This design comes from an exercise in tuning for small area and a short achievable clock period on the open sky130 flow, not from production work.
Function was checked by simulation only, so behaviour that the tests miss may differ from the original.

Setup of alpha:
==> module addressDecoder, before the edit <==
module addressDecoder #(
	parameter int ramWords = 256
) (
	input logic externalSelect,
	input memoryPkg::word_t address,
	input memoryPkg::word_t writeData,
	input memoryPkg::accessMode_t readMode,
	input memoryPkg::accessMode_t writeMode,
	output logic [3:0] laneWrite,
	output memoryPkg::word_t laneData,
	output logic ramRead,
	output logic displayHit,
	output logic resetAddrHit
);
	logic ramHit;
	always_comb begin
		ramHit = externalSelect && (address >= memoryPkg::ramBaseAddr);
		displayHit = externalSelect && (address == memoryPkg::displayAddr);
		resetAddrHit = externalSelect && (address == memoryPkg::resetAddrAddr);
		ramRead = ramHit;
		laneWrite = 4'b0000;
		laneData = writeData;
		case (writeMode)
			memoryPkg::modeByte: begin
				laneWrite = 4'b0001 << address[1:0];
				laneData = {4{writeData[7:0]}};
			end
			memoryPkg::modeHalf: begin
				laneWrite = address[1] ? 4'b1100 : 4'b0011;
				laneData = {2{writeData[15:0]}};
			end
			memoryPkg::modeWord: begin
				laneWrite = 4'b1111;
			end
			default: begin
				laneWrite = 4'b0000;
			end
		endcase
		if (!ramHit) begin
			laneWrite = 4'b0000;
		end
	end
endmodule
==> module memorySystem, before the edit <==
module memorySystem #(
	parameter int ramWords = 256
) (
	input logic clk,
	input logic rst,
	input logic externalSelect,
	input memoryPkg::word_t address,
	input memoryPkg::word_t writeData,
	input memoryPkg::accessMode_t readMode,
	input memoryPkg::accessMode_t writeMode,
	input logic unsignedLoad,
	output memoryPkg::word_t readData,
	output memoryPkg::word_t sevenSegmentDisplay,
	output memoryPkg::word_t resetAddress
);
	logic [3:0] laneWrite;
	memoryPkg::word_t laneData;
	logic ramRead;
	logic displayHit, resetAddrHit;
	memoryPkg::word_t storedWord, keepMask, bypassWord;
	addressDecoder #(
		.ramWords(ramWords)
	) decoder (
		.externalSelect(externalSelect),
		.address(address),
		.writeData(writeData),
		.readMode(readMode),
		.writeMode(writeMode),
		.laneWrite(laneWrite),
		.laneData(laneData),
		.ramRead(ramRead),
		.displayHit(displayHit),
		.resetAddrHit(resetAddrHit)
	);
	dataMemory #(
		.ramWords(ramWords)
	) dataRam (
		.clk(clk),
		.wordIndex(address[$clog2(ramWords)+1:2]),
		.laneWrite(laneWrite),
		.laneData(laneData),
		.storedWord(storedWord),
		.keepMask(keepMask),
		.bypassWord(bypassWord)
	);
	ioRegisters ioRegs (
		.clk(clk),
		.rst(rst),
		.displayHit(displayHit),
		.resetAddrHit(resetAddrHit),
		.writeData(writeData),
		.writeMode(writeMode),
		.sevenSegmentDisplay(sevenSegmentDisplay),
		.resetAddress(resetAddress)
	);
	memoryPkg::word_t mergedWord, wordReg;
	logic [3:0] byteZeroLane, byteZeroLaneReg;
	logic byteOneLow, byteOneHigh, wordLoad;
	logic byteOneLowReg, byteOneHighReg, wordLoadReg;
	logic byteSign, halfSign, byteSignReg, halfSignReg;
	logic displayRead, resetAddrRead, displayReadReg, resetAddrReadReg;
	always_comb begin
		memoryPkg::word_t lanesKept, lanesNew;
		logic byteLoad, halfLoad;
		logic [3:0] byteSignLane, halfSignLane;
		logic [3:0] laneSigns;
		for (int lane = 0; lane < 4; lane++) begin
			lanesKept[8*lane +: 8] = laneWrite[lane] ? 8'd0 : keepMask[8*lane +: 8];
			lanesNew[8*lane +: 8] = laneWrite[lane] ? laneData[8*lane +: 8] : bypassWord[8*lane +: 8];
		end
		mergedWord = (storedWord & lanesKept) | lanesNew;
		byteLoad = ramRead && (readMode == memoryPkg::modeByte);
		halfLoad = ramRead && (readMode == memoryPkg::modeHalf);
		wordLoad = ramRead && (readMode == memoryPkg::modeWord);
		for (int lane = 0; lane < 4; lane++) begin
			byteZeroLane[lane] = (byteLoad && address[1:0] == 2'(lane)) ||
				(halfLoad && 2'(lane) == {address[1], 1'b0}) || (wordLoad && lane == 0);
			byteSignLane[lane] = !unsignedLoad && byteLoad && address[1:0] == 2'(lane);
			halfSignLane[lane] = !unsignedLoad && (byteSignLane[lane] ||
				(halfLoad && 2'(lane) == {address[1], 1'b1}));
		end
		byteOneLow = (halfLoad && !address[1]) || wordLoad;
		byteOneHigh = halfLoad && address[1];
		laneSigns = {mergedWord[31], mergedWord[23], mergedWord[15], mergedWord[7]};
		byteSign = |(byteSignLane & laneSigns);
		halfSign = |(halfSignLane & laneSigns);
		displayRead = displayHit && (readMode != memoryPkg::modeNone);
		resetAddrRead = resetAddrHit && (readMode != memoryPkg::modeNone);
	end
	always_ff @(posedge clk) begin
		wordReg <= mergedWord;
	end
	always_ff @(posedge clk or negedge rst) begin
		if (!rst) begin
			byteZeroLaneReg <= '0;
			byteOneLowReg <= 1'b0;
			byteOneHighReg <= 1'b0;
			wordLoadReg <= 1'b0;
			byteSignReg <= 1'b0;
			halfSignReg <= 1'b0;
			displayReadReg <= 1'b0;
			resetAddrReadReg <= 1'b0;
		end else begin
			byteZeroLaneReg <= byteZeroLane;
			byteOneLowReg <= byteOneLow;
			byteOneHighReg <= byteOneHigh;
			wordLoadReg <= wordLoad;
			byteSignReg <= byteSign;
			halfSignReg <= halfSign;
			displayReadReg <= displayRead;
			resetAddrReadReg <= resetAddrRead;
		end
	end
	always_comb begin
		readData = ({32{displayReadReg}} & sevenSegmentDisplay) |
			({32{resetAddrReadReg}} & resetAddress);
		for (int lane = 0; lane < 4; lane++) begin
			readData[7:0] = readData[7:0] | ({8{byteZeroLaneReg[lane]}} & wordReg[8*lane +: 8]);
		end
		readData[15:8] = readData[15:8] | ({8{byteOneLowReg}} & wordReg[15:8]) |
			({8{byteOneHighReg}} & wordReg[31:24]) | {8{byteSignReg}};
		readData[31:16] = readData[31:16] | ({16{wordLoadReg}} & wordReg[31:16]) |
			{16{halfSignReg}};
	end
endmodule
==> flow/config.mk <==
export PLATFORM = sky130hd
export DESIGN_NAME = memorySystem
export DESIGN_NICKNAME = memorySystem
export VERILOG_FILES = /design/flow/design.v
export SDC_FILE = /design/flow/constraint.sdc
export NUM_CORES = 4
export LEC_CHECK = 0
export CAP_MARGIN = 20
export CORE_MARGIN = 2
export CORE_UTILIZATION = 55
export CTS_CLUSTER_DIAMETER = 90
export CTS_CLUSTER_SIZE = 25
export PLACE_DENSITY = 0.63
export SETUP_SLACK_MARGIN = 5
export SLEW_MARGIN = 20
export SYNTH_MEMORY_MAX_BITS = 16384
export TNS_END_PERCENT = 10
==> flow/constraint.sdc <==
create_clock -name core_clock -period 9.0 [get_ports {clk}]
set_input_delay 1.8000 -clock core_clock [delete_from_list [all_inputs] [get_ports {clk}]]
set_output_delay 1.8000 -clock core_clock [all_outputs]
set_load 0.01 [all_outputs]
run.sh (not shown) runs the stock make flow with config.mk's settings and CLKGATE_MAP_FILE= SYNTH_SCRIPT=/design/flow/synth_recipe.tcl, a recipe that flattens the netlist after the stock synthesis.
Inputs modified between alpha and beta:
--- a/flow/design.v
+++ b/flow/design.v
@@ -20,8 +20,9 @@
 	input memoryPkg::word_t address,
 	input memoryPkg::word_t writeData,
 	input memoryPkg::accessMode_t readMode,
 	input memoryPkg::accessMode_t writeMode,
+	output logic [3:0] laneStore,
 	output logic [3:0] laneWrite,
 	output memoryPkg::word_t laneData,
 	output logic ramRead,
 	output logic displayHit,
@@ -32,29 +33,27 @@
 		ramHit = externalSelect && (address >= memoryPkg::ramBaseAddr);
 		displayHit = externalSelect && (address == memoryPkg::displayAddr);
 		resetAddrHit = externalSelect && (address == memoryPkg::resetAddrAddr);
 		ramRead = ramHit;
-		laneWrite = 4'b0000;
+		laneStore = 4'b0000;
 		laneData = writeData;
 		case (writeMode)
 			memoryPkg::modeByte: begin
-				laneWrite = 4'b0001 << address[1:0];
+				laneStore = 4'b0001 << address[1:0];
 				laneData = {4{writeData[7:0]}};
 			end
 			memoryPkg::modeHalf: begin
-				laneWrite = address[1] ? 4'b1100 : 4'b0011;
+				laneStore = address[1] ? 4'b1100 : 4'b0011;
 				laneData = {2{writeData[15:0]}};
 			end
 			memoryPkg::modeWord: begin
-				laneWrite = 4'b1111;
+				laneStore = 4'b1111;
 			end
 			default: begin
-				laneWrite = 4'b0000;
+				laneStore = 4'b0000;
 			end
 		endcase
-		if (!ramHit) begin
-			laneWrite = 4'b0000;
-		end
+		laneWrite = ramHit ? laneStore : 4'b0000;
 	end
 endmodule
 `timescale 1ns/1ps
 module dataMemory #(
@@ -154,9 +153,9 @@
 	output memoryPkg::word_t readData,
 	output memoryPkg::word_t sevenSegmentDisplay,
 	output memoryPkg::word_t resetAddress
 );
-	logic [3:0] laneWrite;
+	logic [3:0] laneStore, laneWrite;
 	memoryPkg::word_t laneData;
 	logic ramRead;
 	logic displayHit, resetAddrHit;
 	memoryPkg::word_t storedWord, keepMask, bypassWord;
@@ -167,8 +166,9 @@
 		.address(address),
 		.writeData(writeData),
 		.readMode(readMode),
 		.writeMode(writeMode),
+		.laneStore(laneStore),
 		.laneWrite(laneWrite),
 		.laneData(laneData),
 		.ramRead(ramRead),
 		.displayHit(displayHit),
@@ -206,10 +206,10 @@
 		logic byteLoad, halfLoad;
 		logic [3:0] byteSignLane, halfSignLane;
 		logic [3:0] laneSigns;
 		for (int lane = 0; lane < 4; lane++) begin
-			lanesKept[8*lane +: 8] = laneWrite[lane] ? 8'd0 : keepMask[8*lane +: 8];
-			lanesNew[8*lane +: 8] = laneWrite[lane] ? laneData[8*lane +: 8] : bypassWord[8*lane +: 8];
+			lanesKept[8*lane +: 8] = laneStore[lane] ? 8'd0 : keepMask[8*lane +: 8];
+			lanesNew[8*lane +: 8] = laneStore[lane] ? laneData[8*lane +: 8] : bypassWord[8*lane +: 8];
 		end
 		mergedWord = (storedWord & lanesKept) | lanesNew;
 		byteLoad = ramRead && (readMode == memoryPkg::modeByte);
 		halfLoad = ramRead && (readMode == memoryPkg::modeHalf);
Findings:
- Detailed-routed wire length on met2 in beta is about 0.8% lower than in alpha
- Diff beta and alpha: met1 usage in global routing higher in beta
- [compare] base=alpha new=beta: wire length of the first global-routing pass stayed essentially flat, actual transition at the worst max-transition pin rose by 0.15 ns, synthesized area stayed essentially flat.
- Final weighted congestion of routability-driven global placement ends up higher on beta.
- alpha -> beta: cell count after placement flat
- Diff alpha -> beta: via count roughly the same, final period demand of the worst path lower, die outline width roughly the same.
- The lower detailed placement HPWL came out of alpha.
- Relative to alpha, logic depth of the worst setup path including buffers has increased by 2 in beta.
- Critical path data required time of beta is on par with alpha.
- Side by side, worst setup slack turned out higher in beta than in alpha.

[separate check: timing with driven ports]
The results above use ideal ports. As a check the final layouts listed here were re-extracted and re-timed, cells and wires unchanged.
Step 1: set_driving_cell puts a clkbuf_16 on clk and a buf_2 on each other input, an assumption about the parent block.
Step 2 adds t to the input delays and takes it off the output delays; t is the mean of the earliest and latest rising clock arrival at the registers after step 1. Input paths then give back, and output paths get back, about the clock's delay inside the block.
a / b / c = ideal ports / drivers / drivers and shift; a / b = the first two.
run	t, ns	setup WS [ns]	worst setup path at the end	worst data-port slew with drivers (ns)	pins driven straight from the clock port
alpha	1.170	4.601 / 4.375 / 3.205	input to register	0.46	1
beta	1.168	4.732 / 4.424 / 3.256	input to register	0.54	1
After both steps every run listed still meets setup and hold. For beta, which loses most, drivers alone change the setup slack by -0.308 ns; drivers and shift together by -1.476 ns.
